Background: an optimization exercise with open tools, aiming at small area. Do not read the settings as production practice.
Only simulation tests tie the RTL to the original design; equivalence was not proved.
No activity file was given, so power comes from the tool's default toggle rates.

==> xenon: inputs <==
==> flow/design.v <==
package prog_loader_pkg;
    typedef enum logic [2:0] {
        IDLE = 3'd0,
        LEN  = 3'd1,
        DATA = 3'd2,
        CSUM = 3'd3,
        DONE = 3'd4,
        ERR  = 3'd5
    } loader_state_t;
    localparam logic [7:0]  SYNC_BYTE = 8'hA5;
    localparam logic [31:0] NOP_INSTR = 32'hE1A00000;
endpackage
module pl_wbit (
    input  logic q,
    input  logic d,
    input  logic we,
    input  logic nwe,
    output logic y
);
    assign y = (q & nwe) | (d & we);
endmodule
module pl_wmux #(
    parameter int unsigned W = 32
) (
    input  logic [W-1:0] q,
    input  logic [W-1:0] d,
    input  logic         we,
    input  logic         nwe,
    output logic [W-1:0] y
);
    for (genvar j = 0; j < W; j++) begin : g_bit
        pl_wbit u_bit (.q(q[j]), .d(d[j]), .we(we), .nwe(nwe), .y(y[j]));
    end
endmodule
module pl_hbit (
    input  logic q,
    input  logic dn,
    input  logic hold_a,
    input  logic hold_b,
    output logic y
);
    assign y = (q & hold_a) | ~(dn | hold_b);
endmodule
module pl_hmux #(
    parameter int unsigned W = 32
) (
    input  logic [W-1:0] q,
    input  logic [W-1:0] dn,
    input  logic         hold,
    output logic [W-1:0] y
);
    for (genvar j = 0; j < W; j++) begin : g_bit
        pl_hbit u_bit (.q(q[j]), .dn(dn[j]), .hold_a(hold), .hold_b(hold), .y(y[j]));
    end
endmodule
module pl_rbit (
    input  logic a,
    input  logic b,
    input  logic na,
    input  logic nb,
    output logic y
);
    assign y = ~((a | na) & (b | nb));
endmodule
module pl_rsel2 #(
    parameter int unsigned W = 32
) (
    input  logic [W-1:0] a,
    input  logic [W-1:0] b,
    input  logic         na,
    input  logic         nb,
    output logic [W-1:0] y
);
    for (genvar j = 0; j < W; j++) begin : g_bit
        pl_rbit u_bit (.a(a[j]), .b(b[j]), .na(na), .nb(nb), .y(y[j]));
    end
endmodule
module pl_nor4 (
    input  logic a, b, c, d,
    output logic y
);
    assign y = ~(a | b | c | d);
endmodule
module pl_nand4 (
    input  logic a, b, c, d,
    output logic y
);
    assign y = ~(a & b & c & d);
endmodule
module pl_obit #(
    parameter bit NOP = 1'b0
) (
    input  logic a,
    input  logic b,
    input  logic oor,
    output logic y
);
    assign y = oor ? NOP : ~(a | b);
endmodule
module pl_whalf (
    input  logic [15:0] q,
    input  logic [15:0] dn,
    input  logic        pa,
    input  logic        pb,
    output logic [15:0] y
);
    pl_hmux #(.W(16)) u_mux (.q(q), .dn(dn), .hold(~(pa & pb)), .y(y));
endmodule
module pl_rhalf (
    input  logic [15:0] a,
    input  logic [15:0] b,
    input  logic        pa0,
    input  logic        pa1,
    input  logic        pb,
    output logic [15:0] y
);
    pl_rsel2 #(.W(16)) u_sel (
        .a  (a),
        .b  (b),
        .na (~(pa0 & pb)),
        .nb (~(pa1 & pb)),
        .y  (y)
    );
endmodule
module instr_ram #(
    parameter int unsigned DEPTH = 64,
    parameter int unsigned AW    = $clog2(DEPTH)
) (
    input  logic          clk,
    input  logic          we,
    input  logic [AW-1:0] waddr,
    input  logic [31:0]   wdata_n,  
    input  logic          oor,      
    input  logic [AW-1:0] raddr,
    output logic [31:0]   rdata
);
    localparam int unsigned LA = AW / 2;         
    localparam int unsigned NA = 1 << LA;        
    localparam int unsigned NB = DEPTH / NA;     
    logic [DEPTH-1:0][31:0]   mem;
    logic [DEPTH-1:0][31:0]   nxt;
    logic [DEPTH/2-1:0][31:0] grp;
    logic [NA-1:0]            wpa, rpa;
    logic [NB-1:0]            wpb, rpb;
    always_comb begin
        for (int k = 0; k < NA; k++) begin
            wpa[k] = we && (waddr[LA-1:0] == LA'(k));
            rpa[k] = (raddr[LA-1:0] == LA'(k));
        end
        for (int k = 0; k < NB; k++) begin
            wpb[k] = (waddr[AW-1:LA] == (AW-LA)'(k));
            rpb[k] = (raddr[AW-1:LA] == (AW-LA)'(k));
        end
    end
    for (genvar i = 0; i < DEPTH; i++) begin : g_word
        for (genvar h = 0; h < 2; h++) begin : g_half
            pl_whalf u_whalf (
                .q  (mem[i][16*h +: 16]),
                .dn (wdata_n[16*h +: 16]),
                .pa (wpa[i % NA]),
                .pb (wpb[i / NA]),
                .y  (nxt[i][16*h +: 16])
            );
        end
    end
    always_ff @(posedge clk) begin
        for (int i = 0; i < DEPTH; i++) begin
            mem[i] <= nxt[i];
        end
    end
    for (genvar g = 0; g < DEPTH / 2; g++) begin : g_rsel
        for (genvar h = 0; h < 2; h++) begin : g_half
            pl_rhalf u_rhalf (
                .a   (mem[2*g][16*h +: 16]),
                .b   (mem[2*g+1][16*h +: 16]),
                .pa0 (rpa[(2*g) % NA]),
                .pa1 (rpa[(2*g+1) % NA]),
                .pb  (rpb[(2*g) / NA]),
                .y   (grp[g][16*h +: 16])
            );
        end
    end
    logic [7:0][31:0] t1;
    logic [1:0][31:0] t2;
    for (genvar j = 0; j < 32; j++) begin : g_tree
        for (genvar k = 0; k < 8; k++) begin : g_l1
            pl_nor4 u_nor (
                .a (grp[4*k][j]), .b (grp[4*k+1][j]), .c (grp[4*k+2][j]), .d (grp[4*k+3][j]),
                .y (t1[k][j])
            );
        end
        for (genvar k = 0; k < 2; k++) begin : g_l2
            pl_nand4 u_nand (
                .a (t1[4*k][j]), .b (t1[4*k+1][j]), .c (t1[4*k+2][j]), .d (t1[4*k+3][j]),
                .y (t2[k][j])
            );
        end
        pl_obit #(.NOP(prog_loader_pkg::NOP_INSTR[j])) u_out (
            .a (t2[0][j]), .b (t2[1][j]), .oor (oor), .y (rdata[j])
        );
    end
endmodule
import prog_loader_pkg::*;
module prog_loader #(
    parameter int unsigned DEPTH = 64
) (
    input  logic        clk,
    input  logic        reset,
    input  logic [7:0]  rx_data,
    input  logic        rx_valid,
    input  logic [31:0] PC,
    output logic [31:0] Instruction,
    output logic        cpu_reset,
    output logic        loaded,
    output logic        load_error,
    output logic [7:0]  word_count
);
    localparam int unsigned AW = $clog2(DEPTH);
    prog_loader_pkg::loader_state_t state, next_state;
    logic [AW-1:0] n_words;
    logic [1:0]    byte_idx;
    logic [23:0]   pack_n;
    logic [23:0]   pack_nxt;
    logic [7:0]    csum;
    logic [AW:0]   wcnt;
    logic [AW:0]   wcnt_inc;
    logic          in_len, in_data;
    logic          word_done;
    logic          last_word;
    assign in_len    = rx_valid && (state == LEN);
    assign in_data   = rx_valid && (state == DATA);
    assign wcnt_inc  = wcnt + 1'b1;
    assign word_done = in_data && (byte_idx == 2'd3);
    assign last_word = (wcnt_inc[AW-1:0] == n_words);
    always_ff @(posedge clk or negedge reset) begin
        if (!reset) begin
            state <= IDLE;
        end else begin
            state <= next_state;
        end
    end
    always_comb begin
        next_state = state;
        if (rx_valid) begin
            case (state)
                IDLE: begin
                    if (rx_data == SYNC_BYTE) next_state = LEN;
                end
                LEN: begin
                    next_state = ((rx_data != 8'd0) && ({1'b0, rx_data} <= 9'(DEPTH))) ? DATA : ERR;
                end
                DATA: begin
                    if ((byte_idx == 2'd3) && last_word) begin
                        next_state = CSUM;
                    end
                end
                CSUM: begin
                    next_state = (rx_data == csum) ? DONE : ERR;
                end
                DONE, ERR: begin
                    if (rx_data == SYNC_BYTE) next_state = LEN;
                end
                default: next_state = IDLE;
            endcase
        end
    end
    always_ff @(posedge clk or negedge reset) begin
        if (!reset) begin
            wcnt <= '0;
        end else if (in_len) begin
            wcnt <= '0;
        end else if (word_done) begin
            wcnt <= wcnt_inc;
        end
    end
    always_ff @(posedge clk) begin
        if (in_len) begin
            n_words  <= rx_data[AW-1:0];
            byte_idx <= '0;
            csum     <= '0;
        end else if (in_data) begin
            byte_idx <= byte_idx + 2'd1;
            csum     <= csum + rx_data;
        end
    end
    pl_hmux #(.W(8)) u_pack_in (
        .q    (pack_n[23:16]),
        .dn   (rx_data),
        .hold (~rx_valid),
        .y    (pack_nxt[23:16])
    );
    pl_wmux #(.W(16)) u_pack_shift (
        .q   (pack_n[15:0]),
        .d   (pack_n[23:8]),
        .we  (rx_valid),
        .nwe (~rx_valid),
        .y   (pack_nxt[15:0])
    );
    always_ff @(posedge clk) begin
        pack_n <= pack_nxt;
    end
    instr_ram #(
        .DEPTH (DEPTH),
        .AW    (AW)
    ) u_ram (
        .clk   (clk),
        .we    (word_done),
        .waddr (wcnt[AW-1:0]),
        .wdata_n ({~rx_data, pack_n}),
        .oor   (PC[31:AW+2] != '0),
        .raddr (PC[AW+1:2]),
        .rdata (Instruction)
    );
    assign word_count = {{(7-AW){1'b0}}, wcnt};
    assign cpu_reset  = (state != DONE);
    assign loaded     = (state == DONE);
    assign load_error = (state == ERR);
endmodule
==> flow/flow/run.sh <==
#!/bin/bash
# Standard layout (the standard.sh) with these changes:
#  - after floorplan, logic gates start at their smallest drive (downsize.tcl);
#  - ports are buffered with buf_1 cells;
#  - CTS uses clkbuf_4 in small clusters and no dummy loads.
# make's output goes to flow_make.log; each ORFS step logs under orfs/logs/.
set -euo pipefail
here=$(cd "$(dirname "$0")" && pwd)
export POST_FLOORPLAN_TCL="$here/downsize.tcl"
export BUFFER_PORTS_ARGS="-buffer_cell sky130_fd_sc_hd__buf_1"
export CTS_ARGS="-sink_clustering_enable -repair_clock_nets -buf_list sky130_fd_sc_hd__clkbuf_4 -sink_clustering_size 10 -sink_clustering_max_diameter 50 -dont_use_dummy_load"
bash standard.sh > flow_make.log 2>&1
==> flow/flow/downsize.tcl <==
# Start every logic gate at its smallest drive strength (the _1 variant);
# placement, CTS and routing repair then upsize or buffer only what timing,
# slew or load need. Flip-flops and clock cells are left as they are.
set n 0
foreach inst [get_cells *] {
  set m [get_property $inst ref_name]
  if {[regexp {^sky130_fd_sc_hd__(\w+)_(\d+)$} $m -> base drv]} {
    if {$drv > 1 && ![regexp {^(df|edf|sdf|dl|clk|conb|tap|fill|decap)} $base]} {
      set target sky130_fd_sc_hd__${base}_1
      if {[llength [get_lib_cells -quiet */$target]]} {
        replace_cell $inst [get_lib_cells */$target]
        incr n
      }
    }
  }
}
puts "downsize.tcl: replaced $n cells by their _1 variant"
==> flow/standard.sh <==
#!/bin/bash
# synth_recipe.tcl (not shown) runs the flow's synth.tcl, then flattens the netlist and writes it again
# the make line also repeats each setting of config.mk as NAME=value (left out here)
make -C /OpenROAD-flow-scripts/flow DESIGN_CONFIG=/design/flow/config.mk WORK_HOME=/design/flow/orfs CLKGATE_MAP_FILE= SYNTH_SCRIPT=/design/flow/synth_recipe.tcl "${@:-finish}"
==> flow/config.mk <==
export PLATFORM = sky130hd
export DESIGN_NAME = prog_loader
export DESIGN_NICKNAME = prog_loader
export VERILOG_FILES = /design/flow/design.v
export SDC_FILE = /design/flow/constraint.sdc
export NUM_CORES = 4
export LEC_CHECK = 0
export CAP_MARGIN = 20
export CORE_MARGIN = 2
export CORE_UTILIZATION = 60
export PLACE_DENSITY = 0.75
export SLEW_MARGIN = 20
export SYNTH_HIERARCHICAL = 1
==> flow/constraint.sdc <==
create_clock -name core_clock -period 7.5 [get_ports {clk}]
set_input_delay 1.5000 -clock core_clock [delete_from_list [all_inputs] [get_ports {clk}]]
set_output_delay 1.5000 -clock core_clock [all_outputs]
set_load 0.01 [all_outputs]
==> fjord (differences from xenon) <==
- CORE_UTILIZATION: 60 -> 78
- PLACE_DENSITY: 0.75 -> 0.86
==> results.sh <==
export IMPL_grt_first_pass_wirelength_um=325000
export IMPL_final_cells=7843
export IMPL_nWellTaps=1414
export IMPL_avgRoutedWirePerCell_um=27.3
export IMPL_die_area_um2=113000
export IMPL_buf_share=0.0163
export IMPL_status="no timing/DRC/antenna violations"
export IMPL_signal_buffers=193
export IMPL_wl_met1_um=86700
export IMPL_met1_usage=0.493
export IMPL_powerClk_mw=4.80
export IMPL_pwr_share_seq=0.673
export IMPL_vias=57900
export IMPL_antenna_cells=9
That was fjord.
==> results.sh <==
export IMPL_rows=138
export IMPL_avgRoutedWirePerCell_um=26.1
export IMPL_wl_met3_um=18600
export IMPL_antenna_cells=10
export IMPL_nWellTaps=1890
export IMPL_status="no timing/DRC/antenna violations"
export IMPL_die_area_um2=146000
export IMPL_clkPwrFrac=0.284
export IMPL_met1_usage=0.404
export IMPL_pwr_share_seq=0.670
export IMPL_grt_first_pass_wirelength_um=330000
export IMPL_signal_buffers=209
export IMPL_power_mw=17.2
export IMPL_powerClk_mw=4.87
That was xenon.

---

==> inputs of harbor <==
// prog_loader: RTL as listed in full above, without the edits since
Settings: LEC_CHECK=0, CAP_MARGIN=20, CORE_MARGIN=2, CORE_UTILIZATION=66, PLACE_DENSITY=0.8, SLEW_MARGIN=20, SYNTH_HIERARCHICAL=1; clock period 7.5 ns.
standard.sh (not shown) runs the stock make flow with config.mk's settings and CLKGATE_MAP_FILE= SYNTH_SCRIPT=/design/flow/synth_recipe.tcl, a recipe that flattens the netlist after the stock synthesis.
==> flow/flow/run.sh <==
#!/bin/bash
# Standard layout (the standard.sh) with these changes:
#  - after floorplan, logic gates start at their smallest drive (downsize.tcl);
#  - ports are buffered with buf_1 cells;
#  - CTS uses clkbuf_4 in small clusters and no dummy loads.
# make's output goes to flow_make.log; each ORFS step logs under orfs/logs/.
set -euo pipefail
here=$(cd "$(dirname "$0")" && pwd)
export POST_FLOORPLAN_TCL="$here/downsize.tcl"
export BUFFER_PORTS_ARGS="-buffer_cell sky130_fd_sc_hd__buf_1"
export CTS_ARGS="-sink_clustering_enable -repair_clock_nets -buf_list sky130_fd_sc_hd__clkbuf_4 -sink_clustering_size 10 -sink_clustering_max_diameter 50 -dont_use_dummy_load"
bash standard.sh > flow_make.log 2>&1
==> flow/flow/downsize.tcl <==
# Start every logic gate at its smallest drive strength (the _1 variant);
# placement, CTS and routing repair then upsize or buffer only what timing,
# slew or load need. Flip-flops and clock cells are left as they are.
set n 0
foreach inst [get_cells *] {
  set m [get_property $inst ref_name]
  if {[regexp {^sky130_fd_sc_hd__(\w+)_(\d+)$} $m -> base drv]} {
    if {$drv > 1 && ![regexp {^(df|edf|sdf|dl|clk|conb|tap|fill|decap)} $base]} {
      set target sky130_fd_sc_hd__${base}_1
      if {[llength [get_lib_cells -quiet */$target]]} {
        replace_cell $inst [get_lib_cells */$target]
        incr n
      }
    }
  }
}
puts "downsize.tcl: replaced $n cells by their _1 variant"
==> inputs of quartz, as changes to harbor <==
--- a/flow/design.v
+++ b/flow/design.v
@@ -34,23 +34,2 @@
 endmodule
-module pl_hbit (
-    input  logic q,
-    input  logic dn,
-    input  logic hold_a,
-    input  logic hold_b,
-    output logic y
-);
-    assign y = (q & hold_a) | ~(dn | hold_b);
-endmodule
-module pl_hmux #(
-    parameter int unsigned W = 32
-) (
-    input  logic [W-1:0] q,
-    input  logic [W-1:0] dn,
-    input  logic         hold,
-    output logic [W-1:0] y
-);
-    for (genvar j = 0; j < W; j++) begin : g_bit
-        pl_hbit u_bit (.q(q[j]), .dn(dn[j]), .hold_a(hold), .hold_b(hold), .y(y[j]));
-    end
-endmodule
 module pl_rbit (
@@ -101,3 +80,3 @@
     input  logic [15:0] q,
-    input  logic [15:0] dn,
+    input  logic [15:0] d,
     input  logic        pa,
@@ -106,3 +85,5 @@
 );
-    pl_hmux #(.W(16)) u_mux (.q(q), .dn(dn), .hold(~(pa & pb)), .y(y));
+    logic we;
+    assign we = pa & pb;
+    pl_wmux #(.W(16)) u_mux (.q(q), .d(d), .we(we), .nwe(~we), .y(y));
 endmodule
@@ -131,3 +112,3 @@
     input  logic [AW-1:0] waddr,
-    input  logic [31:0]   wdata_n,  
+    input  logic [31:0]   wdata,
     input  logic          oor,      
@@ -158,3 +139,3 @@
                 .q  (mem[i][16*h +: 16]),
-                .dn (wdata_n[16*h +: 16]),
+                .d  (wdata[16*h +: 16]),
                 .pa (wpa[i % NA]),
@@ -221,3 +202,3 @@
     logic [1:0]    byte_idx;
-    logic [23:0]   pack_n;
+    logic [23:0]   pack;
     logic [23:0]   pack_nxt;
@@ -285,17 +266,11 @@
     end
-    pl_hmux #(.W(8)) u_pack_in (
-        .q    (pack_n[23:16]),
-        .dn   (rx_data),
-        .hold (~rx_valid),
-        .y    (pack_nxt[23:16])
-    );
-    pl_wmux #(.W(16)) u_pack_shift (
-        .q   (pack_n[15:0]),
-        .d   (pack_n[23:8]),
+    pl_wmux #(.W(24)) u_pack_mux (
+        .q   (pack),
+        .d   ({rx_data, pack[23:8]}),
         .we  (rx_valid),
         .nwe (~rx_valid),
-        .y   (pack_nxt[15:0])
+        .y   (pack_nxt)
     );
     always_ff @(posedge clk) begin
-        pack_n <= pack_nxt;
+        pack <= pack_nxt;
     end
@@ -308,3 +283,3 @@
         .waddr (wcnt[AW-1:0]),
-        .wdata_n ({~rx_data, pack_n}),
+        .wdata ({rx_data, pack}),
         .oor   (PC[31:AW+2] != '0),
--- a/flow/flow/run.sh
+++ b/flow/flow/run.sh
@@ -4,2 +4,3 @@
 #  - ports are buffered with buf_1 cells;
+#  - after global routing, gates off the critical paths are downsized (RECOVER_POWER);
 #  - CTS uses clkbuf_4 in small clusters and no dummy loads.
@@ -11,2 +12,3 @@
 export CTS_ARGS="-sink_clustering_enable -repair_clock_nets -buf_list sky130_fd_sc_hd__clkbuf_4 -sink_clustering_size 10 -sink_clustering_max_diameter 50 -dont_use_dummy_load"
+export RECOVER_POWER=100
 bash standard.sh > flow_make.log 2>&1
--- a/flow/config.mk
+++ b/flow/config.mk
@@ -9,4 +9,4 @@
 export CORE_MARGIN = 2
-export CORE_UTILIZATION = 66
-export PLACE_DENSITY = 0.8
+export CORE_UTILIZATION = 60
+export PLACE_DENSITY = 0.75
 export SLEW_MARGIN = 20
==> inputs of violet, as changes to harbor <==
--- a/flow/design.v
+++ b/flow/design.v
@@ -34,23 +34,2 @@
 endmodule
-module pl_hbit (
-    input  logic q,
-    input  logic dn,
-    input  logic hold_a,
-    input  logic hold_b,
-    output logic y
-);
-    assign y = (q & hold_a) | ~(dn | hold_b);
-endmodule
-module pl_hmux #(
-    parameter int unsigned W = 32
-) (
-    input  logic [W-1:0] q,
-    input  logic [W-1:0] dn,
-    input  logic         hold,
-    output logic [W-1:0] y
-);
-    for (genvar j = 0; j < W; j++) begin : g_bit
-        pl_hbit u_bit (.q(q[j]), .dn(dn[j]), .hold_a(hold), .hold_b(hold), .y(y[j]));
-    end
-endmodule
 module pl_rbit (
@@ -101,3 +80,3 @@
     input  logic [15:0] q,
-    input  logic [15:0] dn,
+    input  logic [15:0] d,
     input  logic        pa,
@@ -106,3 +85,5 @@
 );
-    pl_hmux #(.W(16)) u_mux (.q(q), .dn(dn), .hold(~(pa & pb)), .y(y));
+    logic we;
+    assign we = pa & pb;
+    pl_wmux #(.W(16)) u_mux (.q(q), .d(d), .we(we), .nwe(~we), .y(y));
 endmodule
@@ -131,3 +112,3 @@
     input  logic [AW-1:0] waddr,
-    input  logic [31:0]   wdata_n,  
+    input  logic [31:0]   wdata,
     input  logic          oor,      
@@ -158,3 +139,3 @@
                 .q  (mem[i][16*h +: 16]),
-                .dn (wdata_n[16*h +: 16]),
+                .d  (wdata[16*h +: 16]),
                 .pa (wpa[i % NA]),
@@ -221,3 +202,3 @@
     logic [1:0]    byte_idx;
-    logic [23:0]   pack_n;
+    logic [23:0]   pack;
     logic [23:0]   pack_nxt;
@@ -285,17 +266,11 @@
     end
-    pl_hmux #(.W(8)) u_pack_in (
-        .q    (pack_n[23:16]),
-        .dn   (rx_data),
-        .hold (~rx_valid),
-        .y    (pack_nxt[23:16])
-    );
-    pl_wmux #(.W(16)) u_pack_shift (
-        .q   (pack_n[15:0]),
-        .d   (pack_n[23:8]),
+    pl_wmux #(.W(24)) u_pack_mux (
+        .q   (pack),
+        .d   ({rx_data, pack[23:8]}),
         .we  (rx_valid),
         .nwe (~rx_valid),
-        .y   (pack_nxt[15:0])
+        .y   (pack_nxt)
     );
     always_ff @(posedge clk) begin
-        pack_n <= pack_nxt;
+        pack <= pack_nxt;
     end
@@ -308,3 +283,3 @@
         .waddr (wcnt[AW-1:0]),
-        .wdata_n ({~rx_data, pack_n}),
+        .wdata ({rx_data, pack}),
         .oor   (PC[31:AW+2] != '0),
--- a/flow/flow/run.sh
+++ b/flow/flow/run.sh
@@ -3,3 +3,3 @@
 #  - after floorplan, logic gates start at their smallest drive (downsize.tcl);
-#  - ports are buffered with buf_1 cells;
+#  - ports are buffered with buf_2 cells;
 #  - CTS uses clkbuf_4 in small clusters and no dummy loads.
@@ -9,3 +9,3 @@
 export POST_FLOORPLAN_TCL="$here/downsize.tcl"
-export BUFFER_PORTS_ARGS="-buffer_cell sky130_fd_sc_hd__buf_1"
+export BUFFER_PORTS_ARGS="-buffer_cell sky130_fd_sc_hd__buf_2"
 export CTS_ARGS="-sink_clustering_enable -repair_clock_nets -buf_list sky130_fd_sc_hd__clkbuf_4 -sink_clustering_size 10 -sink_clustering_max_diameter 50 -dont_use_dummy_load"
--- a/flow/config.mk
+++ b/flow/config.mk
@@ -9,4 +9,7 @@
 export CORE_MARGIN = 2
-export CORE_UTILIZATION = 66
-export PLACE_DENSITY = 0.8
+export CORE_UTILIZATION = 60
+export CTS_BUF_LIST = sky130_fd_sc_hd__clkbuf_16
+export CTS_CLUSTER_DIAMETER = 100
+export CTS_CLUSTER_SIZE = 28
+export PLACE_DENSITY = 0.75
 export SLEW_MARGIN = 20
==> comparison table <==
metric	violet	harbor	quartz
DR iter-0 viols	9714	6954	10049
GR Util met1	52.1%	43.0%	52.5%
Vias in the first global route	57876	54127	56953
Leak	0.0305 uW	0.0271 uW	0.0302 uW
Average wire length per cell after detail routing	31.0 um	26.6 um	31.0 um
Total length of routed met2 wires	108000 um	93800 um	108000 um
Worst Hold Margin	0.466 ns	0.196 ns	0.170 ns
Hold Path Class	reg2reg	in2async	in2async
Fraction of synthesized cell area in xor and xnor cells	0.166%	0.143%	0.166%
Mapped Nets	6176	6059	6176
CP Capture Point	Instruction[15]	Instruction[22]	Instruction[4]
Max_cap viols	0	0	35
Number of detailed-routing iterations run before antenna repair	6	7	8
Simple-gate share of the synthesized area	8.64%	6.47%	8.64%
Sequential cell area	42200 um^2	42200 um^2	42200 um^2
Core region area	122000 um^2	129000 um^2	122000 um^2
Gate power share	4.2%	4.5%	4.1%
Run status	no timing/DRC/antenna violations	no timing/DRC/antenna violations	complete, but fails checks
Layout check failures	-	-	capacitance limit, slew limit

## port drivers added, routing unchanged
How much do the figures lean on ideal ports? The routed layouts below were timed once more, with nothing changed but the port constraints.
Step 1, drivers: a clkbuf_16 drives clk and a buf_2 each remaining input, both assumed.
Step 2 moves the port delays by t, midway between the first and last clock arrival at a register: inputs arrive t later, outputs are due t later. That takes back most of the time a late clock gives input paths.
Slacks: ideal / step 1 / step 2; pairs: ideal / step 1.
| run | t (ns) | setup WS [ns] | hold WS [ns] | worst setup path at the end | worst data-port slew with drivers (ns) | max-slew violations |
|---|---|---|---|---|---|---|
| xenon | 1.310 | 0.649 / 0.583 / 0.583 | 0.181 / 0.130 / 0.461 | input to output | 0.13 | 0 / 0 |
| fjord | 1.249 | 0.606 / 0.509 / 0.509 | 0.248 / 0.208 / 0.467 | input to output | 0.10 | 0 / 0 |
| harbor | 1.270 | 0.507 / 0.420 / 0.420 | 0.196 / 0.149 / 0.466 | input to output | 0.12 | 0 / 0 |
| quartz | 1.353 | 0.462 / 0.400 / -0.105 | 0.170 / 0.120 / 0.464 | input to register | 0.11 | 1451 / 1452 |
| violet | 1.339 | 0.695 / 0.608 / 0.608 | 0.466 / 0.466 / 0.466 | input to output | 0.13 | 0 / 0 |
With drivers on, slew violations rise in quartz. For quartz, which loses most, drivers alone change the setup slack by -0.062 ns; drivers and shift together by -0.567 ns.
